From an optimization exercise on the open Yosys and OpenROAD flow, aimed at small area; shortcuts taken in it are not production practice.
In this exercise RTL edits were held to simulation tests only and were not proved equivalent to the original.
The flow treats the clock pin as an ideal source, which a real chip does not have.
Power and IR drop assume default switching activity.

**design/flow/design.v**
```verilog
`default_nettype none
module icape2_responder #(
    parameter logic [31:0] IDCODE   = 32'h0362D093,
    parameter int unsigned READ_LAT = 3
) (
    input  logic        i_clk,
    input  logic        i_reset,
    input  logic        i_csib,
    input  logic        i_rdwrb,
    input  logic [31:0] i_data,
    output logic [31:0] o_data,
    output logic        o_synced,
    output logic        o_iprog,
    output logic [31:0] o_wbstar,
    output logic        o_err
);
    localparam logic [31:0] c_SYNC        = 32'hAA995566;
    localparam logic [31:0] c_DUMMY       = 32'hFFFFFFFF;
    localparam logic [31:0] c_CMD_IPROG   = 32'h0000000F;
    localparam logic [31:0] c_CMD_DESYNC  = 32'h0000000D;
    localparam logic [4:0]  c_ADDR_CMD    = 5'h04;
    localparam logic [4:0]  c_ADDR_STAT   = 5'h07;
    localparam logic [4:0]  c_ADDR_IDCODE = 5'h0C;
    localparam logic [4:0]  c_ADDR_WBSTAR = 5'h10;
    localparam int N_SLOT = 29;
    localparam logic [2:0] S_UNSYNC = 3'd0;
    localparam logic [2:0] S_HDR    = 3'd1;
    localparam logic [2:0] S_WR     = 3'd2;
    localparam logic [2:0] S_RD0    = 3'd4;
    localparam logic [2:0] S_RD1    = 3'd5;
    localparam logic [2:0] S_RD2    = 3'd6;
    function automatic logic [31:0] f_swap(input logic [31:0] d);
        logic [31:0] s;
        for (int b = 0; b < 4; b++) begin
            for (int k = 0; k < 8; k++) begin
                s[8*b+k] = d[8*b+7-k];
            end
        end
        f_swap = s;
    endfunction
    logic [2:0]  r_state;
    logic [4:0]  r_addr;
    logic [26:0] r_count;
    logic        r_rdwrb_q;
    logic        r_have_t1;
    logic        r_rst_q;
    logic        r_pend;
    logic [4:0]  r_phase;
    logic [31:0] r_wbstar;
    logic [31:0] r_buf;
    logic [31:0] r_odata;
    logic        r_ones;
    logic [31:0] r_ring [0:N_SLOT-1];
    logic [31:0] w_word;
    logic        w_wr, w_rd, w_abort;
    logic        w_is_t1, w_is_t2, w_pkt_ok, w_ignore;
    logic [1:0]  w_op;
    logic [26:0] w_pkt_cnt;
    logic        w_cnt_nz;
    logic        w_unsync, w_hdr, w_wrst, w_rdst;
    logic        w_hdr_go;
    logic        w_ld_rd, w_ld_wr;
    logic        w_wr_word, w_rd_data;
    logic        w_cnt_last;
    logic        w_cmd_iprog, w_cmd_desync;
    logic        w_ones;
    logic        w_dec;
    logic [26:0] w_borrow;
    logic        w_in_ring;
    logic [4:0]  w_slot;
    logic [5:0]  w_sum;
    logic [4:0]  w_pos;
    logic [N_SLOT-1:0] w_at;
    logic        w_clr;
    logic        w_direct;
    logic        w_commit;
    logic        w_odd_next;
    logic [31:0] w_wd;
    logic [31:0] w_tap;
    logic        w_tap_hit;
    logic [31:0] w_rd_raw;
    assign w_word    = f_swap(i_data);
    assign w_wr      = !i_csib && !i_rdwrb;
    assign w_rd      = !i_csib &&  i_rdwrb;
    assign w_unsync  = (r_state == S_UNSYNC);
    assign w_hdr     = (r_state == S_HDR);
    assign w_wrst    = (r_state == S_WR);
    assign w_rdst    = r_state[2];
    assign w_abort   = !i_csib && (i_rdwrb != r_rdwrb_q) && !w_unsync;
    assign w_is_t1   = (w_word[31:29] == 3'b001);
    assign w_is_t2   = (w_word[31:29] == 3'b010);
    assign w_op      = w_word[28:27];
    assign w_pkt_cnt = w_is_t1 ? {16'd0, w_word[10:0]} : w_word[26:0];
    assign w_cnt_nz  = (w_pkt_cnt != '0);
    assign w_ignore  = (w_word == c_DUMMY) || (w_word == c_SYNC);
    assign w_pkt_ok  = w_is_t1 || (w_is_t2 && r_have_t1);
    assign w_hdr_go  = !w_abort && w_hdr && w_wr && !w_ignore;
    assign w_ld_rd   = w_hdr_go && w_pkt_ok && (w_op == 2'b01) && w_cnt_nz;
    assign w_ld_wr   = w_hdr_go && w_pkt_ok && (w_op == 2'b10) && w_cnt_nz;
    assign w_wr_word = !w_abort && w_wrst && w_wr;
    assign w_rd_data = !w_abort && (r_state == S_RD2) && w_rd;
    assign w_cnt_last   = (r_count == 27'd1);
    assign w_cmd_iprog  = (r_addr == c_ADDR_CMD) && (w_word == c_CMD_IPROG);
    assign w_cmd_desync = (r_addr == c_ADDR_CMD) && (w_word == c_CMD_DESYNC);
    assign w_ones    = w_ld_rd || (w_unsync && w_rd);
    assign w_dec     = w_wr_word || w_rd_data;
    assign o_synced  = !w_unsync;
    assign o_wbstar  = f_swap(r_wbstar);
    always_ff @(posedge i_clk) begin
        if (i_reset) begin
            r_state   <= S_UNSYNC;
            r_addr    <= '0;
            r_rdwrb_q <= 1'b0;
            r_have_t1 <= 1'b0;
            o_iprog   <= 1'b0;
            o_err     <= 1'b0;
        end else begin
            o_iprog   <= w_wr_word && w_cmd_iprog;
            r_rdwrb_q <= i_rdwrb;
            if (w_hdr_go && w_is_t1) begin
                r_have_t1 <= 1'b1;
                r_addr    <= w_word[17:13];
            end
            if (w_abort || (w_hdr_go && (!w_pkt_ok || w_op == 2'b11))) begin
                o_err <= 1'b1;
            end
            if (w_abort) begin
                r_state <= S_HDR;
            end else begin
                case (r_state)
                    S_UNSYNC: if (w_wr && w_word == c_SYNC) r_state <= S_HDR;
                    S_HDR: begin
                        if (w_ld_rd)      r_state <= S_RD0;
                        else if (w_ld_wr) r_state <= S_WR;
                    end
                    S_WR: begin
                        if (w_wr) begin
                            if (w_cmd_desync)    r_state <= S_UNSYNC;
                            else if (w_cnt_last) r_state <= S_HDR;
                        end
                    end
                    S_RD0: if (w_rd) r_state <= S_RD1;
                    S_RD1: if (w_rd) r_state <= S_RD2;
                    S_RD2: if (w_rd && w_cnt_last) r_state <= S_HDR;
                    default: r_state <= S_UNSYNC;
                endcase
            end
        end
    end
    always_comb begin
        w_borrow[0] = w_dec;
        for (int i = 1; i < 27; i++) begin
            w_borrow[i] = w_borrow[i-1] && !r_count[i-1];
        end
    end
    always_ff @(posedge i_clk) begin
        if (w_ld_rd || w_ld_wr) begin
            r_count <= w_pkt_cnt;
        end else begin
            r_count <= r_count ^ w_borrow;
        end
    end
    always_ff @(posedge i_clk) begin
        if (i_reset || (w_wr_word && r_addr == c_ADDR_WBSTAR)) begin
            r_wbstar <= w_wd;
        end
    end
    always_comb begin
        case (r_addr)
            5'd29:   w_slot = 5'(c_ADDR_STAT);
            5'd30:   w_slot = 5'(c_ADDR_IDCODE);
            5'd31:   w_slot = 5'(c_ADDR_WBSTAR);
            default: w_slot = r_addr;
        endcase
        w_sum = {1'b0, w_slot} + {1'b0, r_phase};
        w_pos = (w_sum >= 6'(N_SLOT)) ? 5'(w_sum - 6'(N_SLOT)) : w_sum[4:0];
        for (int j = 0; j < N_SLOT; j++) begin
            w_at[j] = (w_pos == 5'(j));
        end
    end
    assign w_in_ring  = (r_addr != c_ADDR_STAT) && (r_addr != c_ADDR_IDCODE) &&
                        (r_addr != c_ADDR_WBSTAR);
    assign w_odd_next = !w_pos[0] && (w_pos != 5'(N_SLOT - 1));
    assign w_direct   = w_wr_word && w_in_ring && !w_odd_next;
    assign w_commit   = w_direct || r_pend;
    assign w_clr      = i_reset || r_rst_q;
    assign w_wd       = w_clr ? 32'd0 : (w_wr_word ? i_data : r_buf);
    always_ff @(posedge i_clk) begin
        r_rst_q <= i_reset;
        if (i_reset) begin
            r_pend  <= 1'b0;
            r_phase <= '0;
        end else begin
            r_pend  <= w_wr_word && w_in_ring && w_odd_next;
            r_phase <= (r_phase == 5'(N_SLOT - 1)) ? 5'd0 : r_phase + 5'd1;
        end
    end
    function automatic logic f_pol(input int j);
        f_pol = ((j / 2) % 2) == 1;
    endfunction
    logic [N_SLOT-1:0] w_pe;
    logic [31:0]       w_wd_n;
    logic [31:0]       w_ring_d [0:N_SLOT-1];
    assign w_wd_n = ~w_wd;
    always_comb begin
        for (int j = 0; j < N_SLOT; j++) begin
            w_pe[j] = (j % 2 == 0) && (w_clr || (w_commit && w_at[(j + N_SLOT - 1) % N_SLOT]));
        end
    end
    for (genvar j = 0; j < N_SLOT; j++) begin : g_slot
        if (j == 0) begin : g_port
            icape2_port u_port (
                .i_sel(w_pe[j]), .i_sel_n(!w_pe[j]), .i_wd(w_wd),
                .i_prev(r_ring[N_SLOT - 1]), .o_d(w_ring_d[j])
            );
        end else if (j % 2 == 0) begin : g_port
            icape2_port_inv u_port (
                .i_sel(w_pe[j]), .i_sel_n(!w_pe[j]),
                .i_wd(f_pol(j) ? w_wd : w_wd_n),
                .i_prev(r_ring[j - 1]), .o_d(w_ring_d[j])
            );
        end else begin : g_shift
            assign w_ring_d[j] = r_ring[j - 1];
        end
    end
    always_ff @(posedge i_clk) begin
        for (int j = 0; j < N_SLOT; j++) begin
            r_ring[j] <= w_ring_d[j];
        end
    end
    logic [7:0]  w_tap_sel;
    logic        w_sel_ring, w_sel_idc, w_sel_stat, w_sel_wbs;
    logic        w_rd_cap, w_hold;
    assign w_rd_cap   = w_rdst && !i_reset;
    assign w_sel_ring = w_in_ring && w_rd_cap;
    assign w_sel_idc  = (r_addr == c_ADDR_IDCODE) && w_rd_cap;
    assign w_sel_stat = (r_addr == c_ADDR_STAT) && w_rd_cap;
    assign w_sel_wbs  = (r_addr == c_ADDR_WBSTAR) && w_rd_cap;
    assign w_hold     = !(i_reset || (w_rdst && (w_tap_hit || !w_in_ring)));
    always_comb begin
        for (int i = 0; i < 8; i++) begin
            w_tap_sel[i] = w_at[4 * i] && w_sel_ring;
        end
    end
    assign w_tap_hit = |w_tap_sel;
    icape2_tap u_tap (
        .i_sel(w_tap_sel), .i_sel_wbs(w_sel_wbs), .i_wbs(r_wbstar),
        .i_hold(w_hold), .i_q(r_odata),
        .i_d0(r_ring[0]),  .i_d1(r_ring[4]),  .i_d2(r_ring[8]),  .i_d3(r_ring[12]),
        .i_d4(r_ring[16]), .i_d5(r_ring[20]), .i_d6(r_ring[24]), .i_d7(r_ring[28]),
        .o_q(w_tap)
    );
    always_ff @(posedge i_clk) begin
        r_buf <= i_data;
    end
    assign w_rd_raw = w_tap | (f_swap(IDCODE) & {32{w_sel_idc}}) |
                      (f_swap(32'd1) & {32{w_sel_stat}});
    always_ff @(posedge i_clk) begin
        if (i_reset) begin
            r_ones <= 1'b0;
        end else if (w_ones) begin
            r_ones <= 1'b1;
        end else if (w_rd_data) begin
            r_ones <= 1'b0;
        end
    end
    always_ff @(posedge i_clk) begin
        r_odata <= w_rd_raw;
    end
    assign o_data = r_odata | {32{r_ones}};
endmodule
module icape2_port (
    input  logic        i_sel,
    input  logic        i_sel_n,
    input  logic [31:0] i_wd,
    input  logic [31:0] i_prev,
    output logic [31:0] o_d
);
    assign o_d = ({32{i_sel}} | i_prev) & ({32{i_sel_n}} | i_wd);
endmodule
module icape2_port_inv (
    input  logic        i_sel,
    input  logic        i_sel_n,
    input  logic [31:0] i_wd,
    input  logic [31:0] i_prev,
    output logic [31:0] o_d
);
    assign o_d = ~(({32{i_sel}} | i_prev) & ({32{i_sel_n}} | i_wd));
endmodule
module icape2_tap (
    input  logic [7:0]  i_sel,
    input  logic        i_hold,
    input  logic [31:0] i_q,
    input  logic        i_sel_wbs,
    input  logic [31:0] i_wbs,
    input  logic [31:0] i_d0, i_d1, i_d2, i_d3, i_d4, i_d5, i_d6, i_d7,
    output logic [31:0] o_q
);
    logic [31:0] w_g0_n, w_g1_n, w_g2_n;
    icape2_aoi222 u_g0 (.i_a(i_d0), .i_sa(i_sel[0]), .i_b(i_d1), .i_sb(i_sel[1]),
                        .i_c(i_d2), .i_sc(i_sel[2]), .o_y_n(w_g0_n));
    icape2_aoi222 u_g1 (.i_a(i_d3), .i_sa(i_sel[3]), .i_b(i_d4), .i_sb(i_sel[4]),
                        .i_c(i_d5), .i_sc(i_sel[5]), .o_y_n(w_g1_n));
    icape2_aoi222 u_g2 (.i_a(i_d6), .i_sa(i_sel[6]), .i_b(i_d7), .i_sb(i_sel[7]),
                        .i_c(i_wbs), .i_sc(i_sel_wbs), .o_y_n(w_g2_n));
    assign o_q = ~(w_g0_n & w_g1_n & w_g2_n & ~(i_q & {32{i_hold}}));
endmodule
module icape2_aoi222 (
    input  logic [31:0] i_a,
    input  logic        i_sa,
    input  logic [31:0] i_b,
    input  logic        i_sb,
    input  logic [31:0] i_c,
    input  logic        i_sc,
    output logic [31:0] o_y_n
);
    assign o_y_n = ~((i_a & {32{i_sa}}) | (i_b & {32{i_sb}}) | (i_c & {32{i_sc}}));
endmodule
`default_nettype wire
```
**design/flow/config.mk**
```make
export PLATFORM = sky130hd
export DESIGN_NAME = icape2_responder
export DESIGN_NICKNAME = icape2_responder
export VERILOG_FILES = /design/flow/design.v
export SDC_FILE = /design/flow/constraint.sdc
export NUM_CORES = 4
export LEC_CHECK = 0
export CAP_MARGIN = 20
export CORE_MARGIN = 2
export CORE_UTILIZATION = 65
export PLACE_DENSITY = 0.75
export SLEW_MARGIN = 20
export SYNTH_HIERARCHICAL = 1
export SYNTH_MINIMUM_KEEP_SIZE = 0
```
**design/flow/flow/run.sh**
```bash
#!/bin/bash
# Layout flow: the standard ORFS flow (standard.sh, which also runs the
# standard synthesis script) with
#  - ABC's final mapping run with more area recovery and without its
#    buffering and upsizing passes (abc.script replaces abc_speed.script in
#    a copy of the ORFS scripts folder); the registers are mapped before
#    ABC runs, so they are the standard synthesis's;
#  - a lighter clock tree: no dummy loads, small clusters of clkbuf_4, and
#    clock buffers upsized afterwards only where a flip-flop clock pin's
#    slew is above target (post_cts.tcl);
#  - buf_2 port buffers.
set -euo pipefail
here=$(pwd)
rm -rf "$here/orfs_scripts"
cp -r "$FLOW_HOME/scripts" "$here/orfs_scripts"
cp "$here/flow/abc.script" "$here/orfs_scripts/abc_speed.script"
cts_args="-sink_clustering_enable -repair_clock_nets -dont_use_dummy_load"
cts_args+=" -buf_list sky130_fd_sc_hd__clkbuf_4"
cts_args+=" -sink_clustering_size 10 -sink_clustering_max_diameter 50"
bash standard.sh \
  "SCRIPTS_DIR=$here/orfs_scripts" \
  "CTS_ARGS=$cts_args" \
  "POST_CTS_TCL=$here/flow/post_cts.tcl" \
  "BUFFER_PORTS_ARGS=-buffer_cell sky130_fd_sc_hd__buf_2" \
  finish > "$here/orfs_flow.log" 2>&1
```
**design/flow/constraint.sdc**
```tcl
create_clock -name core_clock -period 10.0 [get_ports {i_clk}]
set_input_delay 2.0000 -clock core_clock [delete_from_list [all_inputs] [get_ports {i_clk}]]
set_output_delay 2.0000 -clock core_clock [all_outputs]
set_load 0.01 [all_outputs]
```
**design/flow/flow/post_cts.tcl**
```tcl
# Upsize clock buffers whose flip-flop clock pins see a slew above the
# target, then legalise the placement again.
set clk_slew_target 0.103
set clk_sizes {sky130_fd_sc_hd__clkbuf_1 sky130_fd_sc_hd__clkbuf_2 sky130_fd_sc_hd__clkbuf_4 sky130_fd_sc_hd__clkbuf_8 sky130_fd_sc_hd__clkbuf_16}
estimate_parasitics -placement
for {set iter 0} {$iter < 6} {incr iter} {
  set bad [dict create]
  set worst 0
  foreach p [get_pins -hierarchical */CLK] {
    set s [expr max([get_property $p slew_max_rise], [get_property $p slew_max_fall])]
    if {$s > $worst} { set worst $s }
    if {$s > $clk_slew_target} {
      set net [get_nets -of_objects $p]
      foreach d [get_pins -of_objects $net -filter "direction==output"] {
        dict set bad [get_full_name [get_cells -of_objects $d]] 1
      }
    }
  }
  puts "post_cts: pass $iter worst clock pin slew $worst, [dict size $bad] drivers to upsize"
  if {[dict size $bad] == 0} { break }
  set changed 0
  foreach name [dict keys $bad] {
    set inst [get_cells $name]
    set ref [get_property $inst ref_name]
    set i [lsearch $clk_sizes $ref]
    if {$i >= 0 && $i < [llength $clk_sizes] - 1} {
      replace_cell $inst [lindex $clk_sizes [expr $i + 1]]
      incr changed
    }
  }
  if {$changed == 0} { break }
  estimate_parasitics -placement
}
detailed_placement
check_placement -verbose
```
**design/flow/flow/abc.script**
```
&get -n
&st
&dch
&nf
&st
&syn2
&if -g -K 6
&synch2
&nf
&st
&syn2
&if -g -K 6
&synch2
&nf
&st
&syn2
&if -g -K 6
&synch2
&nf
&st
&syn2
&if -g -K 6
&synch2
&nf
&st
&syn2
&if -g -K 6
&synch2
&nf -R 1000
&put
topo
stime -c
dnsize -c
```
**design/flow/standard.sh**
```bash
#!/bin/bash
# synth_recipe.tcl (not shown) runs the flow's synth.tcl, then flattens the netlist and writes it again
# the make line also repeats each setting of config.mk as NAME=value (left out here)
make -C /OpenROAD-flow-scripts/flow DESIGN_CONFIG=/design/flow/config.mk WORK_HOME=/design/flow/orfs CLKGATE_MAP_FILE= SYNTH_SCRIPT=/design/flow/synth_recipe.tcl "${@:-finish}"
```
==> impl_results.md, run 1 <==
- Residual DRC: 0
- Final Hold Viols: 0
- Starting Density: 66.05%
- Setup_tns: 0 ps
- Routability congestion estimate: 0.9035
- Final Power: 6.953 mW
- Post-synth EDFFs: 32
- Crit. Startpoint: i_rdwrb
- Complex-gate fraction of the synthesized area: around 16%
- Min-Delay Path Class: reg2reg
- # IOs: 103
- Combinational share of power: 5.3%
- Die Ht: ~220 um
- Clock slew at reported path FFs: 100 ps
- Mux cell area share after synthesis: about 1.4%
- Clock power share: 27.2%
- Iter 0 DRT Violations: roughly 3000
- Post-synth net total: ~2300
- Routed WL per cell: about 29 um
- Sink Count: 1071
- Pwr dens: around 220 mW/mm2
- Final Net Count: between 2000 and 3000
- Synth warn: 11
- Period utilization: approximately 66%
- F_max: 150.9 MHz
- XOR/XNOR share of the synthesized area: 0.3291%
- RSZ-0062 raised after global routing: false
- Tmin final: around 6600 ps
- Clock Skew: between 100 and 150 ps
- Sw Ratio: roughly a quarter
- Max-slew violations: 0
- Crit path max fanout: 7
- Status: finished clean
- Main combinational cell family by area after synthesis: compound AO/OA/AOI/OAI gates
- IO buf count: between 100 and 150
- Drt total wl: 90420 um
- Global-route wire length before repair: around 130000 um
- CTS tree: yes
- Sw power: 1.646 mW
- Int Power: ~5.3 mW
- Max Cap Viol: 0
- Vias: around 21000
- Global route overflow: 0
- Core Region: between 0.04 and 0.05 mm2
- Simple logic cell fraction of the synthesized area: 5.356%
- Worst EP required: 10710 ps
- Vias in the first global route: between 20000 and 25000
- Post-DR vias/cell: just under 7
- Synthesized netlist cell count: between 2000 and 2500
- Clock Latency Late Sink: approximately 940 ps
- Crit path launch type: primary input
- Dpl hpwl: about 48000 um
- Routed Antenna Nets: 0
- Die ar.: 0.04675 mm2
- GRT Overall Usage: 38.23%
- Syn Area/Cell: between 10 and 15 um2
- Fraction of registers with async set/reset: 0%
- Drt pass-1 iters: 8
- Synthesized flop and latch total: between 1000 and 1500
- Least-Margin Pin Slew: ~1200 ps
- Largest net degree at the start of global routing: between 50 and 60
- CP Class: in2reg
- Sequential share of power: 67.5%
- Fillers: around 3100
- Initial antenna violation count: 4
- CP Capture Type: register
- Mapped cell area: a little under 0.03 mm2
- Most frequent CP cell: ha_1
- Hold path start: r_ring[6][18]
- Share of layout cells above drive strength 1: about an eighth
- CP max stage cell: ha_1
- Synth cell types: 44
- Post-synthesis sequential area ratio: between 70% and 80%
- Synth Area in Adders: around 1.6%
- Final setup viols: 0
- Rel. slew slack: between 10% and 20%
- FF-to-FF Start: r_state[2]
- Row cnt: 77
- DIE WIDTH: about 220 um
- Prevailing post-synth register cell: dfxtp_1
- Area Growth Syn to Fin: 9.806%
- Leakage: between 10 and 15 nW
- Max VDD drop: about 0.11 mV
- Crit path largest cell delay: between 150 and 200 ps
- WP data arrival: around 7300 ps
-- Yosys cell counts (4+ instances only) --
master / count / area [um2]
nand3_1: 11 / 55.05
clkinv_1: 86 / 322.8
or2_0: 38 / 237.7
nand4_1: 43 / 269.0
xor2_1: 6 / 52.55
nor4_1: 14 / 87.58
nor2_1: 52 / 195.2
a222oi_1: 96 / 960.9
ha_1: 35 / 437.9
a21oi_1: 58 / 290.3
or3_1: 5 / 31.28
a31oi_1: 4 / 25.02
nor2b_1: 9 / 56.30
o21ai_0: 22 / 110.1
nor3_1: 9 / 45.04
edfxtp_1: 32 / 960.9
nand2b_1: 50 / 312.8
dfxtp_1: 1039 / 20800
nand2_1: 54 / 202.7
o22a_1: 34 / 297.8
o22ai_1: 450 / 2815
mux2i_1: 39 / 390.4
xnor2_1: 5 / 43.79
-- modules after synthesis (local to each module, per instance) --
| module | copies in the design | area, um2 |
|---|---|---|
| icape2_port | 1 | 280.3 |
| icape2_responder | 1 | 24910 |
| icape2_port_inv | 14 | 200.2 |
| icape2_aoi222 | 3 | 320.3 |
| icape2_tap | 1 | 320.3 |
-- state kept, by name, summed over array words and instances, names as in the netlist --
register,count
r_have_t1,1
r_wbstar,32
r_rdwrb_q,1
r_state,3
r_ones,1
r_pend,1
r_buf,32
r_ring,928
r_addr,5
r_rst_q,1
r_count,27
r_phase,5
o_iprog,1
o_err,1
r_odata,32
-- worst max-delay path: cells and delay by family --
kind / cells / cell delay (ps)
compound gates: 2 / 170
xor+xnor: 1 / 140
fa+ha+maj: 26 / 4720
buf+inv: 1 / 140
simple gates: 1 / 170
-- routing by layer --
layer | wire length, um | vias to the layer above | GRT usage [%]
met2 | 40010 | 1507 | 58.12
met1 | 34720 | 10300 | 50.46
met5 | 0 | - | 0
met3 | 11780 | 293 | 12.01
met4 | 3906 | 0 | 17.15
li1 | - | 8955 | -
-- cell type report --
class	count	area (um2)	share of cell area [%]
Sequential cell	1071	21760	67.71
Multi-Input combinational cell	1066	7460	23.21
Clock buffer	117	1003	3.122
Timing Repair Buffer	146	840.8	2.616
Tap cell	592	740.7	2.304
Inverter	86	322.8	1.004
Antenna cell	4	10.01	0.03114
-- power groups by stage --
| stage | Combinational, mW | Clock, mW | Sequential [mW] |
|---|---|---|---|
| floorplan | 0.179 | 0 | 4.74 |
| global placement | 0.345 | 0 | 4.77 |
| detailed placement | 0.354 | 0 | 4.78 |
| global route | 0.382 | 2.06 | 4.72 |
| finish | 0.371 | 1.89 | 4.69 |
-- kinds of logic after synthesis --
logic type,count (synthesis)
AOI/OAI and AO/OA,682
xor gates and xnor gates,11
adders and majority gates,36
buffers and inverters,86
DFF,1071
muxes,42
and+or+nand+nor,295
-- metrics by stage --
step	setup WS, ps	instances	instance area, um2	hold WS (ps)	utilization (%)
6_report	3372	3082	32140	264.5	72.53
3_3_place_gp	2520	2961	31130	309.8	70.23
2_1_floorplan	2977	2223	29270	309.6	-
5_1_grt	3084	3080	32140	275.4	72.52
3_5_place_dp	2523	2961	31130	312.1	70.23
-- path summary, 6_finish.rpt --
path | slack [ps] | to | cells past startpoint
min reg2reg | 260 | r_ring[7][18] | 0
min | 260 | r_ring[7][18] | 0
max reg2reg | 3980 | r_count[26] | 30
max | 3370 | r_count[26] | 31
-- layout by cell type, fill, tap and decap left out, types with 5 or more instances in the layout --
cell type	instances
o22a_1	34
a222oi_1	96
nand4_1	43
o21ai_0	7
nor2_1	44
clkinv_1	86
buf_4	44
a21oi_1	58
edfxtp_1	32
nand2b_1	50
o22ai_1	450
clkbuf_8	20
ha_1	35
mux2i_1	39
nand3_1	10
or3_1	5
buf_2	102
nor3_1	9
nor4_1	14
xnor2_1	5
xor2_1	6
o21ai_4	15
or2_0	37
nand2_1	54
clkbuf_4	97
nor2b_1	8
dfxtp_1	1038
nor2_4	8
==> inputs of run 2 (changes only) <==
--- a/design/flow/flow/post_cts.tcl
+++ b/design/flow/flow/post_cts.tcl
@@ -1,6 +1,6 @@
 # Upsize clock buffers whose flip-flop clock pins see a slew above the
 # target, then legalise the placement again.
-set clk_slew_target 0.103
+set clk_slew_target 0.100
 set clk_sizes {sky130_fd_sc_hd__clkbuf_1 sky130_fd_sc_hd__clkbuf_2 sky130_fd_sc_hd__clkbuf_4 sky130_fd_sc_hd__clkbuf_8 sky130_fd_sc_hd__clkbuf_16}
 estimate_parasitics -placement
 for {set iter 0} {$iter < 6} {incr iter} {
--- a/design/flow/config.mk
+++ b/design/flow/config.mk
@@ -5,10 +5,10 @@
 export SDC_FILE = /design/flow/constraint.sdc
 export NUM_CORES = 4
 export LEC_CHECK = 0
-export CAP_MARGIN = 20
+export CAP_MARGIN = 5
 export CORE_MARGIN = 2
 export CORE_UTILIZATION = 65
 export PLACE_DENSITY = 0.75
-export SLEW_MARGIN = 20
+export SLEW_MARGIN = 5
 export SYNTH_HIERARCHICAL = 1
 export SYNTH_MINIMUM_KEEP_SIZE = 0
==> run 2 against run 1 <==
Sequential share of layout area shrank 0.37 points. Sequential cell count stayed put. Global-route usage is 0.12 points higher. Wire length rose by 0.69%. Largest cell class unchanged. Power grew 2.1%. Critical endpoint unchanged. Clock-buffer cell count is the same. Clock skew up 2.3 ps. Die area unchanged. Core utilization rose by 0.39 points. Non-clock buffer count unchanged. Hold slack worse by 18 ps. Via count is 0.78% higher.
==> impl_results.md, run 2 <==
- Top cells by instance count after synthesis: dfxtp_1, o22ai_1, a222oi_1
- Synthesized flop and latch total: 1071
- Synth cell types: 44
- Fillers: just over 3000
- Clock Latency Late Sink: between 900 and 1000 ps
- Worst reg2reg path depth: 30
- Sink Count: between 1000 and 1500
- Mapped cell area: 0.02927 mm2
- Most frequent cell after synthesis: dfxtp_1
- Pwr dens: about 220 mW/mm2
- Status: finished clean
- Routed WL per cell: around 30 um
- GRT Overall Usage: 38.35%
- Period utilization: between 60% and 70%
- Prevailing post-synth register cell: dfxtp_1
- Global route overflow: 0
- Crit path max fanout: 7
- IO buf count: roughly 100
- Die Ht: ~220 um
- Starting Density: between 60% and 70%
- Post-synth net total: 2295
- Largest net degree at the start of global routing: 55
- Yosys top cell by area: dfxtp_1
- Max VDD drop: 0.1120 mV
- Least-Margin Pin Slew: 1220 ps
- F_max: 151.3 MHz
- CP max stage cell: ha_1
- Final setup viols: 0
- Setup_tns: 0 ps
- Tmin final: about 6600 ps
- CP Capture Type: register
- Initial antenna violation count: 4
- Final Net Count: about 2600
- Residual DRC: 0
- Reg area: approximately 0.022 mm2
- Post-synth EDFFs: 32
- Share of layout cells above drive strength 1: between 10% and 20%
- Max Cap Viol: 0
- DIE WIDTH: between 200 and 250 um
- RSZ-0062 raised after global routing: false
- Area Growth Syn to Fin: 10.40%
- Most flops, register: r_ring
- Worst hold slack: 246.1 ps
- Final Hold Viols: 0
- R2R setup slack: just under 4000 ps
- Most common cell after layout, fill and taps aside: dfxtp_1
- Vias: between 20000 and 25000
- Synthesized netlist cell count: 2223
- Min-Delay Path Class: reg2reg
- Global-route wire length before repair: 132400 um
- Crit path largest cell delay: between 150 and 200 ps
- Worst reg2reg endpoint: r_count[26]
- Max-slew violations: 0
- Most frequent cells in the layout: dfxtp_1, o22ai_1, buf_2, a222oi_1, clkinv_1
- Post-synthesis sequential area ratio: 74.34%
- Die ar.: 0.04675 mm2
- FF-to-FF Start: r_state[2]
- Syn Area/Cell: around 13 um2
- # IOs: about 100
- CP Class: in2reg
- Row cnt: 77
- Clock slew at reported path FFs: 100 ps
- Worst EP required: 10730 ps
- CTS tree: yes
- Clock Skew: between 100 and 150 ps
- Synth top area cells: dfxtp_1, o22ai_1, a222oi_1
- Rel. slew slack: a little under a fifth
- Drt total wl: a little over 90000 um
- Dpl hpwl: 48290 um
- Post-DR vias/cell: 6.889
- Iter 0 DRT Violations: approximately 3100
- Vias in the first global route: 21065
- Post-synth top area share: 71.06%
- Synth warn: 11
- Crit path launch type: primary input
- Hold path depth: 0
- Fraction of registers with async set/reset: 0%
- Hold path start: r_ring[14][8]
- Drt pass-1 iters: 10
- Routability congestion estimate: about 0.9
- Routed Antenna Nets: 0
- Core Region: between 0.04 and 0.05 mm2
- Hold Path End: r_ring[15][8]
- Leakage: 12.93 nW
- WP data arrival: roughly 7300 ps
- Largest register FFs: 928
- Most frequent CP cell: ha_1
- Multi-input logic area: about 0.0075 mm2
-- run 2: metal layers --
metal | routed length (um) | share of wire (%) | GRT usage, % | up-vias
met5 | 8 | 0.0088 | 0 | -
met2 | 40260 | 44 | 58.53 | 1584
met3 | 12150 | 13 | 11.93 | 348
li1 | - | - | - | 8942
met4 | 4190 | 4.6 | 17.81 | 2
met1 | 34440 | 38 | 50.25 | 10343
-- run 2: cell type report --
type	count	share of cell area [%]
repair buffers	146	2.602
multi-input cells	1066	23.08
well taps	592	2.292
clock buffers	117	3.667
flip-flops and latches	1071	67.34
diodes	2	0.01549
inverters	86	0.9989
-- run 2: power by group --
part           internal, mW  switching (mW)  leakage, nW  total [mW]
Clock                 0.738            1.29        0.665        2.03
Combinational         0.108           0.264         3.30       0.372
Sequential             4.58           0.114         8.96        4.70
Total                  5.43            1.67         12.9        7.10
-- run 2: critical path: cells and delay by family --
| kind | cells | cell delay [ps] |
|---|---|---|
| buffers and inverters | 1 | 140 |
| AO/OA/AOI/OAI | 2 | 170 |
| XOR/XNOR | 1 | 130 |
| adder cells (fa/ha/maj) | 26 | 4720 |
| AND/OR/NAND/NOR | 1 | 170 |
-- run 2: how the worst max path moves through the flow --
stage | from | end | slack [ps]
after global placement | i_rdwrb | r_count[26] | 2520
after detailed placement | i_rdwrb | r_count[26] | 2520
after floorplan | i_rdwrb | r_count[26] | 2980
after global routing | i_rdwrb | r_count[26] | 3100
final | i_rdwrb | r_count[26] | 3390
-- run 2: modules after synthesis, one instance, submodules excluded --
| module | flops+latches | area [um2] | cells |
|---|---|---|---|
| icape2_responder | 1071 | 24910 | 1583 |
| icape2_aoi222 | 0 | 320.3 | 32 |
| icape2_tap | 0 | 320.3 | 64 |
| icape2_port | 0 | 280.3 | 32 |
| icape2_port_inv | 0 | 200.2 | 32 |
-- run 2: per-stage QoR --
stage | worst slack (ps) | instances | util (%) | cell area, um2 | power (mW)
after floorplan | 2977 | 2223 | - | 29270 | 4.924
after global placement | 2520 | 2961 | 70.23 | 31130 | 5.119
after detailed placement | 2523 | 2961 | 70.23 | 31130 | 5.136
after global routing | 3100 | 3080 | 72.92 | 32320 | 7.297
final | 3391 | 3080 | 72.92 | 32320 | 7.096
-- run 2: logic make-up (layout without fill, tap and decap cells) --
logic type | count (synthesis) | after routing | share of synthesized area [%]
other cells | 0 | 2 | 0
xor+xnor | 11 | 11 | 0.3291
mux | 42 | 42 | 1.449
fa+ha+maj | 36 | 36 | 1.564
simple gates | 295 | 295 | 5.356
flops | 1071 | 1071 | 74.34
buf+inv | 86 | 349 | 1.103
compound gates | 682 | 682 | 15.86
==> inputs of run 3 (changes only) <==
--- a/design/flow/config.mk
+++ b/design/flow/config.mk
@@ -7,8 +7,8 @@
 export LEC_CHECK = 0
 export CAP_MARGIN = 5
 export CORE_MARGIN = 2
-export CORE_UTILIZATION = 65
-export PLACE_DENSITY = 0.75
+export CORE_UTILIZATION = 75
+export PLACE_DENSITY = 0.85
 export SLEW_MARGIN = 5
 export SYNTH_HIERARCHICAL = 1
 export SYNTH_MINIMUM_KEEP_SIZE = 0
==> run 3 against run 2 <==
Clock power about the same. Highest routed layer unchanged. Cell count down 2.3%. Core utilization increased by 11 points. Clock-buffer cell count is the same. Synthesized cell count is the same. Still clean. Area after synthesis unchanged. Sequential share of layout area grew 0.17 points. Sequential cell count did not move.
==> impl_results.md, run 3 <==
- Post-synth top area share: a little under three quarters
- Multi-input logic area: between 0.007 and 0.008 mm2
- Yosys top cell by area: dfxtp_1
- CP Buf/Inv Count: 1
- Core Region: around 0.039 mm2
- Sw power: around 1.7 mW
- Max-slew violations: 0
- Post-synth EDFFs: 32
- CP max stage cell: ha_1
- Least-Margin Pin Slew: around 1200 ps
- Synth cell types: 44
- Worst EP required: between 10000 and 15000 ps
- RSZ-0062 raised after global routing: false
- Synth warn: 11
- Routed WL per cell: around 30 um
- Initial antenna violation count: 6
- Most common cell after layout, fill and taps aside: dfxtp_1
- Combinational share of power: approximately 5.3%
- DIE WIDTH: slightly above 200 um
- Synthesized netlist cell count: 2223
- Clock slew at reported path FFs: around 110 ps
- Rel. slew slack: just over 20%
- Delay-heaviest family, CP: adder cells
- Top cells by instance count after synthesis: dfxtp_1, o22ai_1, a222oi_1
- CP Capture Type: register
- Int Power: 5.428 mW
- Sw Ratio: between 20% and 30%
- Sink Count: 1071
- Vias in the first global route: 21802
- Crit path largest cell delay: approximately 200 ps
- Final Net Count: between 2000 and 3000
- Fraction of registers with async set/reset: 0%
- Drt total wl: ~90000 um
- IO buf count: between 100 and 150
- WP data arrival: about 7400 ps
- Leakage: 12.93 nW
- Most frequent cell after synthesis: dfxtp_1
- Utilization after layout: 83.60%
- Worst hold slack: just under 300 ps
- Syn Area/Cell: 13.17 um2
- Iter 0 DRT Violations: between 3000 and 4000
- Reg area: ~0.022 mm2
- Dpl hpwl: 49310 um
- Die ar.: 0.04062 mm2
- Final Hold Viols: 0
- Crit path launch type: primary input
- Prevailing post-synth register cell: dfxtp_1
- Max Cap Viol: 0
- Tmin final: slightly below 7000 ps
- Largest net degree at the start of global routing: 55
- Residual DRC: 0
- Global-route wire length before repair: 131600 um
- Pwr dens: about 220 mW/mm2
- Clock Skew: between 100 and 150 ps
- Final setup viols: 0
- Most frequent cells in the layout: dfxtp_1, o22ai_1, buf_2, a222oi_1, clkinv_1
- CTS tree: yes
- Synth top area cells: dfxtp_1, o22ai_1, a222oi_1
- Largest register FFs: 928
- Fillers: a little over 2000
- Status: finished clean
- Die Ht: ~200 um
- Period utilization: between 60% and 70%
- CP Class: in2reg
- R2R setup slack: about 3900 ps
- Drt pass-1 iters: 10
- Max VDD drop: ~0.12 mV
- Routed Antenna Nets: 0
- Crit path max fanout: 7
- Sequential share of power: about 66%
- Clock power share: 28.7%
- Share of layout cells above drive strength 1: between 10% and 20%
- Most frequent CP cell: ha_1
- Vias: between 20000 and 25000
- Global route overflow: 0
- Routability congestion estimate: between 0.8 and 0.9
- GRT Overall Usage: a little over two fifths
- Synthesized flop and latch total: about 1100
- Row cnt: 72
- F_max: between 100 and 150 MHz
- Post-DR vias/cell: between 7 and 8
- Clock Latency Late Sink: between 900 and 1000 ps
- Area Growth Syn to Fin: 10.12%
- Most flops, register: r_ring
- Min-Delay Path Class: reg2reg
- Post-synthesis sequential area ratio: between 70% and 80%
- Starting Density: between 70 and 80%
- Post-synth net total: ~2300
- Mapped cell area: 0.02927 mm2
- # IOs: roughly 100
- Setup_tns: 0 ps
==> run 3: worst reg2reg max path: stages, from the launching register on <==
cell      delay (ps)
dfxtp_1          390
and3_1           220
a21boi_0         190
ha_1             200
clkinv_1          90
fa_1             620
ha_1             330
clkinv_1         140
o21ai_0          240
o21a_1           310
nor3_1            80
nor2_1           140
nand3_1          490
o21ai_4          650
buf_4            500
clkinv_1         740
buf_4            520
o22ai_1          220
==> run 3: path summary, 6_finish.rpt <==
kind | cells past startpoint | from | endpoint
min | 0 | r_ring[2][0] | r_ring[3][0]
max reg2reg | 17 | r_addr[3] | r_ring[8][21]
min reg2reg | 0 | r_ring[2][0] | r_ring[3][0]
max | 31 | i_rdwrb | r_count[26]
==> run 3: cell type report <==
| type | count | share of cell area, % |
|---|---|---|
| Timing Repair Buffer | 147 | 2.632 |
| Clock buffer | 117 | 3.676 |
| Inverter | 86 | 1.001 |
| Tap cell | 518 | 2.011 |
| Antenna cell | 4 | 0.03105 |
| Sequential cell | 1071 | 67.51 |
| Multi-Input combinational cell | 1066 | 23.14 |
==> run 3: cell families (layout without fill, tap and decap cells) <==
family,after synthesis,in the layout,synth area share (%)
adder cells (fa/ha/maj),36,36,1.564
buffers and inverters,86,350,1.103
AO/OA/AOI/OAI,682,682,15.86
AND/OR/NAND/NOR,295,295,5.356
XOR/XNOR,11,11,0.3291
flip-flops,1071,1071,74.34
multiplexers,42,42,1.449
other,0,4,0
==> run 3: per-module statistics from Yosys (local to each module, per instance) <==
| module | flops+latches | cells | times used |
|---|---|---|---|
| icape2_port_inv | 0 | 32 | 14 |
| icape2_port | 0 | 32 | 1 |
| icape2_aoi222 | 0 | 32 | 3 |
| icape2_responder | 1071 | 1583 | 1 |
| icape2_tap | 0 | 64 | 1 |
==> run 3: power groups by stage <==
stage          combinational, mW  clock (mW)  sequential (mW)
3_5_place_dp               0.353           0             4.78
5_1_grt                    0.384        2.17             4.71
3_3_place_gp               0.337           0             4.77
2_1_floorplan              0.179           0             4.74
6_report                   0.378        2.04             4.70
==> run 3: layer usage <==
layer	part of all wire [%]	up-vias	wire, um	GRT usage [%]
met4	5.7	4	5125	24.24
li1	-	8940	-	-
met2	42	2019	38010	62.97
met5	0.041	-	37	0
met3	15	410	13640	13.78
met1	37	10311	33090	58.53
==> run 3: stage by stage <==
stage	instances	worst slack, ps	instance area (um2)	total power, mW
floorplan	2223	2977	29270	4.924
global placement	2888	2496	31040	5.104
detailed placement	2888	2466	31040	5.134
global route	3009	2947	32230	7.274
finish	3009	3268	32230	7.113
==> inputs of run 4 (changes only) <==
--- a/design/flow/flow/run.sh
+++ b/design/flow/flow/run.sh
@@ -21,5 +21,6 @@
   "SCRIPTS_DIR=$here/orfs_scripts" \
   "CTS_ARGS=$cts_args" \
   "POST_CTS_TCL=$here/flow/post_cts.tcl" \
-  "BUFFER_PORTS_ARGS=-buffer_cell sky130_fd_sc_hd__buf_2" \
+  "RECOVER_POWER=100" \
+  "BUFFER_PORTS_ARGS=-buffer_cell sky130_fd_sc_hd__buf_1" \
   finish > "$here/orfs_flow.log" 2>&1
--- a/design/flow/flow/post_cts.tcl
+++ b/design/flow/flow/post_cts.tcl
@@ -1,6 +1,6 @@
 # Upsize clock buffers whose flip-flop clock pins see a slew above the
 # target, then legalise the placement again.
-set clk_slew_target 0.100
+set clk_slew_target 0.103
 set clk_sizes {sky130_fd_sc_hd__clkbuf_1 sky130_fd_sc_hd__clkbuf_2 sky130_fd_sc_hd__clkbuf_4 sky130_fd_sc_hd__clkbuf_8 sky130_fd_sc_hd__clkbuf_16}
 estimate_parasitics -placement
 for {set iter 0} {$iter < 6} {incr iter} {
==> design/flow/config.mk (replaced) <==
export PLATFORM = sky130hd
export DESIGN_NAME = icape2_responder
export DESIGN_NICKNAME = icape2_responder
export VERILOG_FILES = /design/flow/design.v
export SDC_FILE = /design/flow/constraint.sdc
export NUM_CORES = 4
export LEC_CHECK = 0
export CAP_MARGIN = 20
export CORE_MARGIN = 2
export CORE_UTILIZATION = 65
export PLACE_DENSITY = 0.75
export SLEW_MARGIN = 20
export SYNTH_HIERARCHICAL = 1
export SYNTH_MINIMUM_KEEP_SIZE = 0
==> run 4 against run 3 <==
Now fails the layout checks on capacitance limit, slew limit. Fmax is 22% lower. First-iteration DRC count is 31% lower. Area after synthesis stayed put. Synthesized cell count stayed put.
==> impl_results.md, run 4 <==
- Synth cell types: 44
- RSZ-0062 raised after global routing: false
- Crit path largest cell delay: roughly 1900 ps
- Utilization after layout: between 70% and 80%
- Max VDD drop: between 0.1 and 0.15 mV
- IO buf count: between 100 and 150
- Routed Antenna Nets: 0
- Crit path launch type: primary input
- Die Ht: between 200 and 250 um
- # IOs: 103
- Final Hold Viols: 0
- Row cnt: 77
- WP data arrival: roughly 9500 ps
- Rel. slew slack: -142.4%
- FF-to-FF Start: r_addr[3]
- Period utilization: 86.60%
- Most frequent cell after synthesis: dfxtp_1
- Multi-input logic area: roughly 0.0074 mm2
- CTS tree: yes
- Fraction of registers with async set/reset: 0%
- Clock Latency Late Sink: 930 ps
- Final Cell Area: around 0.032 mm2
- Synth warn: 11
- Global-route wire length before repair: ~130000 um
- Final Net Count: ~2600
- Largest net degree at the start of global routing: 55
- Prevailing post-synth register cell: dfxtp_1
- Starting Density: approximately 66%
- GRT Overall Usage: 37.18%
- Most frequent CP cell: clkbuf_1
- Worst path cell trace: buf_1, clkbuf_1, nor2_1, clkbuf_1, o21ai_4, clkbuf_1, clkinv_1, clkbuf_1, o22ai_1
- Vias in the first global route: roughly 21000
- Delay-heaviest family, CP: buffers and inverters
- Synth top area cells: dfxtp_1, o22ai_1, a222oi_1
- Hold path start: r_ring[10][0]
- Levels on crit path: 9
- Max-slew violations: just under 700
- R2R setup slack: 1560 ps
- Initial antenna violation count: 4
- Top cells by instance count after synthesis: dfxtp_1, o22ai_1, a222oi_1
- Iter 0 DRT Violations: between 2000 and 3000
- CP Buf/Inv Count: 6
- Most frequent cells in the layout: dfxtp_1, o22ai_1, a222oi_1, clkbuf_4, clkinv_1
- Hold Path End: r_ring[11][0]
- Clock slew at reported path FFs: ~100 ps
- Crit path max fanout: between 40 and 50
- CP Capture Type: register
- Synthesized netlist cell count: roughly 2200
- Pwr dens: 218.1 mW/mm2
- Dpl hpwl: 48060 um
- Vias: just over 20000
- Routability congestion estimate: 0.9139
- Clock Skew: ~68 ps
- Fillers: roughly 3100
- Min-Delay Path Class: reg2reg
- Max Cap Viol: 21
- Post-synth top area share: between 70% and 80%
- Setup_tns: 0 ps
- Die ar.: 0.04675 mm2
- Post-DR vias/cell: just under 7
- DIE WIDTH: roughly 220 um
- Setup slack after layout: around 1300 ps
- CP max stage cell: clkbuf_1
- Status: complete, but fails checks
- SO Faults: capacitance limit, slew limit
- Most common cell after layout, fill and taps aside: dfxtp_1
- Tmin final: just under 9000 ps
- Leakage: roughly 12 nW
- Final setup viols: 0
- Worst EP required: approximately 11000 ps
- Routed WL per cell: 28.66 um
- Post-synthesis sequential area ratio: roughly three quarters
- Mapped cell area: roughly 0.029 mm2
- Core Region: 0.04432 mm2
- Residual DRC: 0
- Least-Margin Pin Slew: 3636 ps
- CP Class: in2reg
- Reg area: 0.02176 mm2
- Post-synth EDFFs: 32
- Syn Area/Cell: approximately 13 um2
- Dpl cell area: approximately 0.031 mm2
- Largest register FFs: 928
- Post-synth net total: around 2300
- F_max: roughly 120 MHz
- Most flops, register: r_ring
- Share of layout cells above drive strength 1: 6.388%
- Yosys top cell by area: dfxtp_1
- Synthesized flop and latch total: around 1100
- Worst slack at placement: ~2300 ps
- Drt total wl: just under 90000 um
- Sink Count: 1071
- Hold path depth: 0
- Drt pass-1 iters: 7
- Worst reg2reg path depth: 20
- Worst reg2reg endpoint: r_ring[12][10]
- Worst hold slack: about 270 ps
- Global route overflow: 0
- Area Growth Syn to Fin: 8.882%
-- run 4: cell count changes in the layout (fill, tap and decap cells not counted), moves of 3 or more --
cell / previous run / this run
buf_1: 0 / 71
diode_2: 4 / 7
o21ai_4: 15 / 9
clkbuf_1: 0 / 56
clkbuf_8: 49 / 22
buf_4: 45 / 22
buf_2: 102 / 0
clkbuf_4: 68 / 95
o21ai_0: 7 / 13
-- run 4: cell families after synthesis --
group	Yosys count	synth area share (%)
flops	1071	74.34
compound gates	682	15.86
mux	42	1.449
simple gates	295	5.356
fa+ha+maj	36	1.564
buf+inv	86	1.103
xor+xnor	11	0.3291
-- run 4: how the worst max path moves through the flow --
stage	start	to
after floorplan	i_rdwrb	r_count[26]
after global placement	i_rdwrb	r_count[26]
after detailed placement	i_rdwrb	r_count[26]
after global routing	r_addr[3]	r_ring[12][10]
final	i_reset	r_ring[12][10]
-- run 4: metrics by stage --
stage	power, mW	cells
floorplan	4.924	2223
global placement	5.107	2964
detailed placement	5.128	2964
global route	7.159	3084
finish	6.951	3088
-- run 4: final cells by class --
cell class,instances,area share [%]
Inverter,86,1.013
Multi-Input combinational cell,1066,23.13
Sequential cell,1071,68.28
Tap cell,592,2.324
Timing Repair Buffer,149,2.014
Antenna cell,7,0.05496
Clock buffer,117,3.188
-- run 4: Yosys stat by module, one instance, submodules excluded --
module / area [um2] / flops+latches / copies in the design / cells inside
icape2_port_inv: 200.2 / 0 / 14 / 32
icape2_responder: 24910 / 1071 / 1 / 1583
icape2_tap: 320.3 / 0 / 1 / 64
icape2_port: 280.3 / 0 / 1 / 32
icape2_aoi222: 320.3 / 0 / 3 / 32
-- run 4: per-layer routing --
metal / vias to the layer above / GRT usage [%] / wire (um)
li1: 8972 / - / -
met1: 10124 / 48.37 / 33800
met2: 1362 / 57.63 / 39580
met3: 297 / 10.53 / 11050
met4: 0 / 17.90 / 4069
met5: - / 0 / 0
-- run 4: where the power goes --
group	switching (mW)	leakage, nW	internal, mW
clock network	1.27	0.595	0.626
logic	0.255	2.87	0.101
registers	0.114	8.96	4.58
total	1.64	12.4	5.31
==> inputs of run 5 (changes only) <==
--- a/design/flow/flow/run.sh
+++ b/design/flow/flow/run.sh
@@ -21,6 +21,5 @@
   "SCRIPTS_DIR=$here/orfs_scripts" \
   "CTS_ARGS=$cts_args" \
   "POST_CTS_TCL=$here/flow/post_cts.tcl" \
-  "RECOVER_POWER=100" \
   "BUFFER_PORTS_ARGS=-buffer_cell sky130_fd_sc_hd__buf_1" \
   finish > "$here/orfs_flow.log" 2>&1
==> run 5 against run 4 <==
The run now finishes clean. Via count rose by 0.90%. Wire length is essentially flat. Sequential cell count is the same. Global-route usage did not move. Register-to-register slack better by 2300 ps. Design area is 0.56% higher. Critical endpoint is now r_count[26]. Largest cell class unchanged.
==> impl_results.md, run 5 <==
- Starting Density: about two thirds
- Simple logic cell fraction of the synthesized area: under 10%
- Pwr dens: around 220 mW/mm2
- Sequential share of power: 67.5%
- Vias in the first global route: between 20000 and 25000
- Hold Path End: r_ring[11][0]
- Tmin final: 6824 ps
- Int Power: 5.310 mW
- Final Hold Viols: 0
- Synth cell types: between 40 and 50
- Max Cap Viol: 0
- Iter 0 DRT Violations: 2813
- Global-route wire length before repair: 128600 um
- Period utilization: ~70%
- Met2 Use GR: 57.63%
- RSZ-0062 raised after global routing: false
- Main combinational cell family by area after synthesis: compound AO/OA/AOI/OAI gates
- Worst EP required: approximately 11000 ps
- Max VDD drop: between 0.1 and 0.15 mV
- Core Region: around 0.044 mm2
- Worst reg2reg path depth: 30
- GRT Overall Usage: approximately 37%
- Setup slack after layout: about 3200 ps
- Combinational share of power: 5.2%
- Prevailing post-synth register cell: dfxtp_1
- Drt pass-1 iters: 9
- Post-synth net total: ~2300
- Synthesized netlist cell count: 2223
- Least-Margin Pin Slew: around 1100 ps
- Syn Area/Cell: roughly 13 um2
- Most frequent cell after synthesis: dfxtp_1
- IO buf count: between 100 and 150
- Post-DR vias/cell: around 6.8
- Max-slew violations: 0
- Vias: approximately 21000
- Most flops, register: r_ring
- F_max: about 150 MHz
- Placed cells: ~3000
- Clock power share: a little over a quarter
- Residual DRC: 0
- Synthesized flop and latch total: 1071
- DIE WIDTH: roughly 220 um
- Clock slew at reported path FFs: 110 ps
- Share of layout cells above drive strength 1: 7.794%
- Synth top area cells: dfxtp_1, o22ai_1, a222oi_1
- CP Capture Type: register
- Initial antenna violation count: 4
- Final Net Count: about 2600
- Clock Skew: about 79 ps
- Area Growth Syn to Fin: 9.489%
- FF-to-FF Start: r_state[2]
- Non-Filler Instances: 3086
- Drt total wl: approximately 89000 um
- Die Ht: between 200 and 250 um
- Global route overflow: 0
- Routed Antenna Nets: 0
- Sw power: 1.648 mW
- Mux cell area share after synthesis: 1.449%
- Dpl hpwl: approximately 48000 um
- Sink Count: 1071
- Setup_tns: 0 ps
- Post-synth EDFFs: 32
- Met3 usage: a little over a tenth
- XOR/XNOR share of the synthesized area: 0.3291%
- WP data arrival: roughly 7500 ps
- Fillers: 3074
- Largest net degree at the start of global routing: 55
- Crit path max fanout: 7
- Mapped cell area: approximately 0.03 mm2
- Min-Delay Path Class: reg2reg
- Die ar.: around 0.047 mm2
- Sw Ratio: a little under a quarter
- Hold path start: r_ring[10][0]
- CP Class: in2reg
- Crit path largest cell delay: approximately 210 ps
- Crit. Startpoint: i_rdwrb
- Hold path depth: 0
- # IOs: slightly above 100
- Worst slack at placement: roughly 2300 ps
- Row cnt: between 70 and 80
- Most frequent cells in the layout: dfxtp_1, o22ai_1, buf_1, a222oi_1, clkbuf_4
- Clock Latency Late Sink: between 900 and 1000 ps
- Leakage: 12.53 nW
- Status: finished clean
- Routability congestion estimate: approximately 0.91
- Yosys top cell by area: dfxtp_1
- Top cells by instance count after synthesis: dfxtp_1, o22ai_1, a222oi_1
- Fraction of registers with async set/reset: 0%
- Largest register FFs: 928
- Routed WL per cell: between 20 and 30 um
- Final setup viols: 0
- Complex-gate fraction of the synthesized area: ~16%
- Synth Area in Adders: 1.564%
- Met1 usage in global routing: 48.37%
- Synth warn: 11
- Crit path launch type: primary input
- Most common cell after layout, fill and taps aside: dfxtp_1
- CP max stage cell: buf_1
- Post-synthesis sequential area ratio: approximately three quarters
- GRT busiest layer: met2
- Worst reg2reg endpoint: r_count[26]
- Most frequent CP cell: ha_1
- R2R setup slack: slightly below 4000 ps
- Rel. slew slack: roughly a quarter
- CTS tree: yes
- Post-synth top area share: between 70% and 80%
-- run 5: cell count changes in the layout (fill, tap and decap cells not counted), sizes merged --
cell / change
buf: +56
clkbuf: -56
diode: -2
-- run 5: power groups by stage --
stage,Sequential (mW),Clock [mW],Combinational [mW]
2_1_floorplan,4.74,0,0.179
3_3_place_gp,4.77,0,0.334
3_5_place_dp,4.78,0,0.345
5_1_grt,4.72,2.07,0.371
6_report,4.70,1.90,0.360
-- run 5: cell type report --
cell class / count / area, um2 / area share (%)
timing repair buffer: 149 / 735.7 / 2.296
antenna: 5 / 12.51 / 0.03904
clock buffer: 117 / 1016 / 3.170
multi-input combinational: 1066 / 7460 / 23.28
inverter: 86 / 322.8 / 1.007
tap: 592 / 740.7 / 2.311
sequential: 1071 / 21760 / 67.90
-- run 5: modules after synthesis (local to each module, per instance) --
module	cells inside	flops+latches
icape2_aoi222	32	0
icape2_port	32	0
icape2_port_inv	32	0
icape2_responder	1583	1071
icape2_tap	64	0
-- run 5: logic make-up after synthesis --
kind of cell,after synthesis
AOI/OAI and AO/OA,682
adders and majority gates,36
DFF,1071
xor gates and xnor gates,11
and+or+nand+nor,295
buffers and inverters,86
muxes,42
-- run 5: layer usage --
| layer | wire length (um) | vias to the layer above |
|---|---|---|
| met5 | 0 | - |
| met4 | 3864 | 0 |
| met3 | 10790 | 286 |
| met2 | 39820 | 1418 |
| met1 | 34060 | 10247 |
| li1 | - | 8990 |
-- run 5: worst max-delay path, delay by kind of cell --
| family | cells | cell delay [ps] |
|---|---|---|
| compound gates | 2 | 160 |
| xor+xnor | 1 | 130 |
| fa+ha+maj | 26 | 4800 |
| buf+inv | 1 | 210 |
| simple gates | 1 | 210 |
-- run 5: metrics by stage --
stage               hold slack [ps]  cell area, um2  utilization, %  power (mW)
global placement              310.0           31020           70.00       5.107
floorplan                     309.6           29270               -       4.924
detailed placement            312.1           31020           70.00       5.128
global route                  262.5           32040           72.31       7.161
finish                        262.7           32050           72.32       6.958
-- run 5: worst max-delay path by stage --
stage | cells past startpoint | slack (ps) | endpoint
2_1_floorplan | 30 | 2980 | r_count[26]
3_3_place_gp | 31 | 2430 | r_count[26]
3_5_place_dp | 31 | 2350 | r_count[26]
5_1_grt | 31 | 2930 | r_count[26]
6_report | 31 | 3180 | r_count[26]
==> inputs of run 6 (changes only) <==
--- a/design/flow/config.mk
+++ b/design/flow/config.mk
@@ -8,6 +8,7 @@
 export CAP_MARGIN = 20
 export CORE_MARGIN = 2
 export CORE_UTILIZATION = 65
+export GPL_TIMING_DRIVEN = 0
 export PLACE_DENSITY = 0.75
 export SLEW_MARGIN = 20
 export SYNTH_HIERARCHICAL = 1
==> run 6 against run 5 <==
Clock skew down 5.6 ps. Register-to-register slack worse by 210 ps. Sequential cell count unchanged. Cell count up 0.65%. Combinational power up 18%. Clock power about the same. Clock-buffer cell count unchanged. Sequential power about the same. Global-route usage up 1.7 points. First-iteration DRC count up 15%. Critical path type unchanged.
==> impl_results.md, run 6 <==
- Vias: 21596
- Prevailing post-synth register cell: dfxtp_1
- Die Ht: approximately 220 um
- Synth cell types: 44
- R2R setup slack: between 3000 and 4000 ps
- Worst EP required: around 11000 ps
- Rel. slew slack: 34.82%
- Die ar.: between 0.04 and 0.05 mm2
- Status: finished clean
- Clock Skew: between 70 and 80 ps
- F_max: approximately 140 MHz
- Worst reg2reg endpoint: r_count[26]
- Crit path launch type: primary input
- GRT busiest layer: met2
- Iter 0 DRT Violations: roughly 3200
- Crit path largest cell delay: about 250 ps
- CP max stage cell: buf_1
- Sink Count: between 1000 and 1500
- Most frequent CP cell: ha_1
- Vias in the first global route: around 21000
- Multi-input logic area: 0.007468 mm2
- FF-to-FF Start: r_state[2]
- CTS tree: yes
- Synthesized netlist cell count: 2223
- Met3 usage: between 10% and 20%
- Core Region: about 0.044 mm2
- Largest net degree at the start of global routing: 43
- Tmin final: around 7000 ps
- Worst reg2reg path depth: 30
- Clock Latency Late Sink: between 900 and 1000 ps
- Reg area: between 0.02 and 0.025 mm2
- Met2 Use GR: between 50% and 60%
- Residual DRC: 0
- Synth warn: 11
- Post-synth top area share: between 70% and 80%
- Area Growth Syn to Fin: 14.15%
- Final setup viols: 0
- Routed Antenna Nets: 0
- Drt pass-1 iters: 10
- Routed WL per cell: around 30 um
- Row cnt: 77
- Utilization after layout: 75.40%
- Min-Delay Path Class: reg2reg
- Post-synthesis sequential area ratio: between 70% and 80%
- Final Hold Viols: 0
- Period utilization: 70.81%
- Fillers: approximately 2700
- Clock slew at reported path FFs: 100 ps
- Final Cell Area: around 0.033 mm2
- Least-Margin Pin Slew: 977.7 ps
- Dpl hpwl: roughly 60000 um
- Hold path start: r_ring[14][18]
- # IOs: roughly 100
- Leakage: between 10 and 15 nW
- Initial antenna violation count: 5
- Synthesized flop and latch total: ~1100
- RSZ-0062 raised after global routing: false
- WP data arrival: between 7000 and 8000 ps
- Hold path depth: 0
- Drt total wl: between 90000 and 100000 um
- Placed cells: 2987
- Final Net Count: roughly 2600
- Yosys top cell by area: dfxtp_1
- Dpl cell area: between 0.03 and 0.04 mm2
- Routability congestion estimate: 0.8886
- Largest register FFs: 928
- Fraction of registers with async set/reset: 0%
- Met1 usage in global routing: a little over half
- Post-synth net total: ~2300
- Post-synth EDFFs: 32
- Global-route wire length before repair: approximately 130000 um
- Most frequent cell after synthesis: dfxtp_1
- Non-Filler Instances: about 3100
- Max Cap Viol: 0
- Mapped cell area: ~0.03 mm2
- Max-slew violations: 0
- CP Class: in2reg
- Most common cell after layout, fill and taps aside: dfxtp_1
- Final Power: 7.016 mW
- Most frequent cells in the layout: dfxtp_1, o22ai_1, buf_1, clkbuf_4, a222oi_1
- Share of layout cells above drive strength 1: 9.275%
- Most flops, register: r_ring
- Pwr dens: roughly 210 mW/mm2
- Setup_tns: 0 ps
- Global route overflow: 0
- Synth top area cells: dfxtp_1, o22ai_1, a222oi_1
- DIE WIDTH: approximately 220 um
- GRT Overall Usage: about two fifths
- Post-DR vias/cell: 6.953
- Starting Density: 66.05%
- Crit path max fanout: 7
- Max VDD drop: a little over 0.09 mV
- Syn Area/Cell: about 13 um2
- IO buf count: 102
- Top cells by instance count after synthesis: dfxtp_1, o22ai_1, a222oi_1
- Hold Path End: r_ring[15][18]
- CP Capture Type: register
-- run 6: worst max path at each step --
| stage | slack (ps) | endpoint | startpoint |
|---|---|---|---|
| floorplan | 2980 | r_count[26] | i_rdwrb |
| global placement | -5330 | r_ring[4][30] | i_reset |
| detailed placement | 2160 | r_count[26] | i_rdwrb |
| global route | 2720 | r_count[26] | i_rdwrb |
| finish | 2920 | r_count[26] | i_rdwrb |
-- run 6: Yosys stat by module (local to each module, per instance) --
module            area [um2]  flip-flops and latches  cells  copies in the design
icape2_aoi222          320.3                       0     32                     3
icape2_port            280.3                       0     32                     1
icape2_port_inv        200.2                       0     32                    14
icape2_responder       24910                    1071   1583                     1
icape2_tap             320.3                       0     64                     1
-- run 6: layout make-up --
class                      instances  area share [%]
clock buffer                     117           2.984
sequential                      1071           65.13
timing repair buffer             172           6.283
antenna                            2         0.01498
tap                              592           2.217
inverter                          86           1.022
multi-input combinational       1066           22.35
-- run 6: logic make-up (layout without fill, tap and decap cells) --
family          after synthesis  in the layout  share of synthesized area (%)
buf+inv                      86            375                          1.103
simple gates                295            295                          5.356
mux                          42             42                          1.449
xor+xnor                     11             11                         0.3291
flops                      1071           1071                          74.34
other cells                   0              2                              0
fa+ha+maj                    36             36                          1.564
compound gates              682            682                          15.86
-- run 6: per-stage QoR --
step | hold WS, ps | worst slack [ps]
after floorplan | 309.6 | 2977
after detailed placement | 312.1 | 2156
after global placement | 309.8 | -5327
after global routing | 266.9 | 2722
final | 272.2 | 2919
-- run 6: where the power goes --
group          switching, mW  leakage [nW]  internal [mW]  total (mW)
clock                   1.28         0.587          0.614        1.90
sequential             0.113          8.96           4.58        4.69
combinational          0.282          3.58          0.143       0.424
-- run 6: metal layers --
metal / vias to the layer above / wire, um
met1: 10441 / 35200
met5: - / 16
li1: 9025 / -
met2: 1765 / 39600
met3: 363 / 12650
met4: 2 / 5098
-- run 6: worst max-delay path, delay by kind of cell --
family / cells / cell delay, ps
AND/OR/NAND/NOR: 1 / 240
buffers and inverters: 1 / 250
XOR/XNOR: 1 / 160
adder cells (fa/ha/maj): 26 / 4970
AO/OA/AOI/OAI: 2 / 190
==> inputs of run 7 (changes only) <==
--- a/design/flow/flow/run.sh
+++ b/design/flow/flow/run.sh
@@ -8,7 +8,7 @@
 #  - a lighter clock tree: no dummy loads, small clusters of clkbuf_4, and
 #    clock buffers upsized afterwards only where a flip-flop clock pin's
 #    slew is above target (post_cts.tcl);
-#  - buf_2 port buffers.
+#  - buf_1 port buffers.
 set -euo pipefail
 here=$(pwd)
 rm -rf "$here/orfs_scripts"
--- a/design/flow/config.mk
+++ b/design/flow/config.mk
@@ -8,7 +8,6 @@
 export CAP_MARGIN = 20
 export CORE_MARGIN = 2
 export CORE_UTILIZATION = 65
-export GPL_TIMING_DRIVEN = 0
 export PLACE_DENSITY = 0.75
 export SLEW_MARGIN = 20
 export SYNTH_HIERARCHICAL = 1
==> run 7 against run 6 <==
Global-route usage is 1.7 points lower. Hold slack worse by 9.5 ps. Design area is 4.1% lower. Still clean on timing, DRC and antenna. Via count is 3.0% lower. Core utilization is 3.1 points lower. Wire length is 4.4% lower. Highest routed layer is now met4. Fmax is 3.8% higher. Sequential share of layout area is 2.8 points higher. Sequential power hardly changed. Non-clock buffer count is 23 lower. Cell count is 0.64% lower. Clock power hardly changed.
==> impl_results.md, run 7 <==
- Status: finished clean
- Sequential share of power: 67.5%
- Sw power: approximately 1.6 mW
- Routed Antenna Nets: 0
- Core Region: ~0.044 mm2
- Clock slew at reported path FFs: 110 ps
- Die Ht: 216.2 um
- Synth Area in Adders: 1.564%
- Placed cells: 2964
- Initial antenna violation count: 4
- Post-synth net total: ~2300
- CP Buf/Inv Count: 1
- Most frequent CP cell: ha_1
- Post-synth top area share: 71.06%
- Post-synthesis sequential area ratio: between 70% and 80%
- Vias in the first global route: about 21000
- CP Class: in2reg
- Final Net Count: roughly 2600
- Rel. slew slack: between 20% and 30%
- Sw Ratio: 23.68%
- Synthesized netlist cell count: between 2000 and 2500
- Synth cell types: 44
- Top cells by instance count after synthesis: dfxtp_1, o22ai_1, a222oi_1
- DIE WIDTH: around 220 um
- Iter 0 DRT Violations: approximately 2800
- Most frequent cell after synthesis: dfxtp_1
- Sink Count: between 1000 and 1500
- Max-slew violations: 0
- Mux cell area share after synthesis: about 1.4%
- Post-DR vias/cell: 6.786
- Most common cell after layout, fill and taps aside: dfxtp_1
- Clock power share: 27.3%
- Tmin final: 6824 ps
- Row cnt: 77
- Crit path largest cell delay: between 200 and 250 ps
- Crit path max fanout: 7
- Setup_tns: 0 ps
- Delay-heaviest family, CP: adder cells
- Complex-gate fraction of the synthesized area: between 10% and 20%
- Share of layout cells above drive strength 1: 7.794%
- Vias: between 20000 and 25000
- Most frequent cells in the layout: dfxtp_1, o22ai_1, buf_1, a222oi_1, clkbuf_4
- Max VDD drop: about 0.13 mV
- Final Hold Viols: 0
- XOR/XNOR share of the synthesized area: less than 1%
- Most flops, register: r_ring
- Largest register FFs: approximately 930
- GRT Overall Usage: roughly 37%
- Global route overflow: 0
- Global-route wire length before repair: 128600 um
- Combinational share of power: under 10%
- Dpl cell area: roughly 0.031 mm2
- Yosys top cell by area: dfxtp_1
- Crit path launch type: primary input
- Prevailing post-synth register cell: dfxtp_1
- Drt total wl: a little under 90000 um
- Final Power: ~7 mW
- Fillers: between 3000 and 4000
- CP Capture Type: register
- F_max: approximately 150 MHz
- Min-Delay Path Class: reg2reg
- Non-Filler Instances: between 3000 and 4000
- Utilization after layout: 72.32%
- Residual DRC: 0
- CP max stage cell: buf_1
- Worst EP required: ~11000 ps
- # IOs: 103
- Reg area: 0.02176 mm2
- WP data arrival: around 7500 ps
- Area Growth Syn to Fin: 9.489%
- CTS tree: yes
## run 7: power by group through the flow
stage	Clock [mW]	Combinational, mW	Sequential, mW
2_1_floorplan	0	0.179	4.74
3_3_place_gp	0	0.334	4.77
3_5_place_dp	0	0.345	4.78
5_1_grt	2.07	0.371	4.72
6_report	1.90	0.360	4.70
## run 7: final timing paths
path | cells after the start | start | endpoint | slack [ps]
max | 31 | i_rdwrb | r_count[26] | 3180
min | 0 | r_ring[10][0] | r_ring[11][0] | 260
max reg2reg | 30 | r_state[2] | r_count[26] | 3850
min reg2reg | 0 | r_ring[10][0] | r_ring[11][0] | 260
## run 7: layout make-up
cell class | count | area share [%]
clock buffers | 117 | 3.170
flip-flops and latches | 1071 | 67.90
inverters | 86 | 1.007
repair buffers | 149 | 2.296
diodes | 5 | 0.03904
multi-input cells | 1066 | 23.28
well taps | 592 | 2.311
## run 7: layer usage
| layer | share of wire (%) | global-route usage (%) |
|---|---|---|
| met3 | 12 | 10.53 |
| met1 | 38 | 48.37 |
| met5 | 0 | 0 |
| met2 | 45 | 57.63 |
| met4 | 4.4 | 17.90 |
## run 7: kinds of logic (layout without fill, tap and decap cells)
group           Yosys count  after routing
flops                  1071           1071
compound gates          682            682
simple gates            295            295
buf+inv                  86            352
mux                      42             42
fa+ha+maj                36             36
xor+xnor                 11             11
other cells               0              5
## run 7: through the flow
step / hold slack, ps / worst slack [ps]
2_1_floorplan: 309.6 / 2977
3_3_place_gp: 310.0 / 2426
6_report: 262.7 / 3176
5_1_grt: 262.5 / 2931
3_5_place_dp: 312.1 / 2346
## run 7: per-module statistics from Yosys, one instance, submodules excluded
| module | flops+latches | cells inside | cell area, um2 | copies in the design |
|---|---|---|---|---|
| icape2_aoi222 | 0 | 32 | 320.3 | 3 |
| icape2_port_inv | 0 | 32 | 200.2 | 14 |
| icape2_tap | 0 | 64 | 320.3 | 1 |
| icape2_port | 0 | 32 | 280.3 | 1 |
| icape2_responder | 1071 | 1583 | 24910 | 1 |
## run 7: worst reg2reg max path, delay by kind of cell, from the launching register on
kind | cells | cell delay [ps]
adders and majority gates | 26 | 4800
xor gates and xnor gates | 1 | 130
AOI/OAI and AO/OA | 2 | 160
and+or+nand+nor | 1 | 250
DFF | 1 | 620

static timing again, ports no longer ideal:
The flow's constraints put no driver on any port. The routed layouts listed below were extracted and timed again, unchanged, in two steps.
Step 1 sets driving cells, clkbuf_16 on the clock port and buf_2 on the other inputs (assumed; they add their load-dependent delay and slew).
Step 2 times the ports against the registers' clock, not the clock port: input delays grow and output delays shrink by t, the midpoint of the rising clock arrivals with the driver on.
Three values: ideal ports, drivers, drivers and shift; two values: the first two.
run	shift t [ns]	setup slack, ns
run 1	0.942	3.372 / 3.406 / 2.464
run 2	0.961	3.391 / 3.426 / 2.465
run 3	0.926	3.268 / 3.301 / 2.375
run 4	0.938	1.340 / 1.374 / 0.436
run 5	0.951	3.176 / 3.211 / 2.260
run 6	0.926	2.919 / 2.951 / 2.025
run 7	0.951	3.176 / 3.211 / 2.260
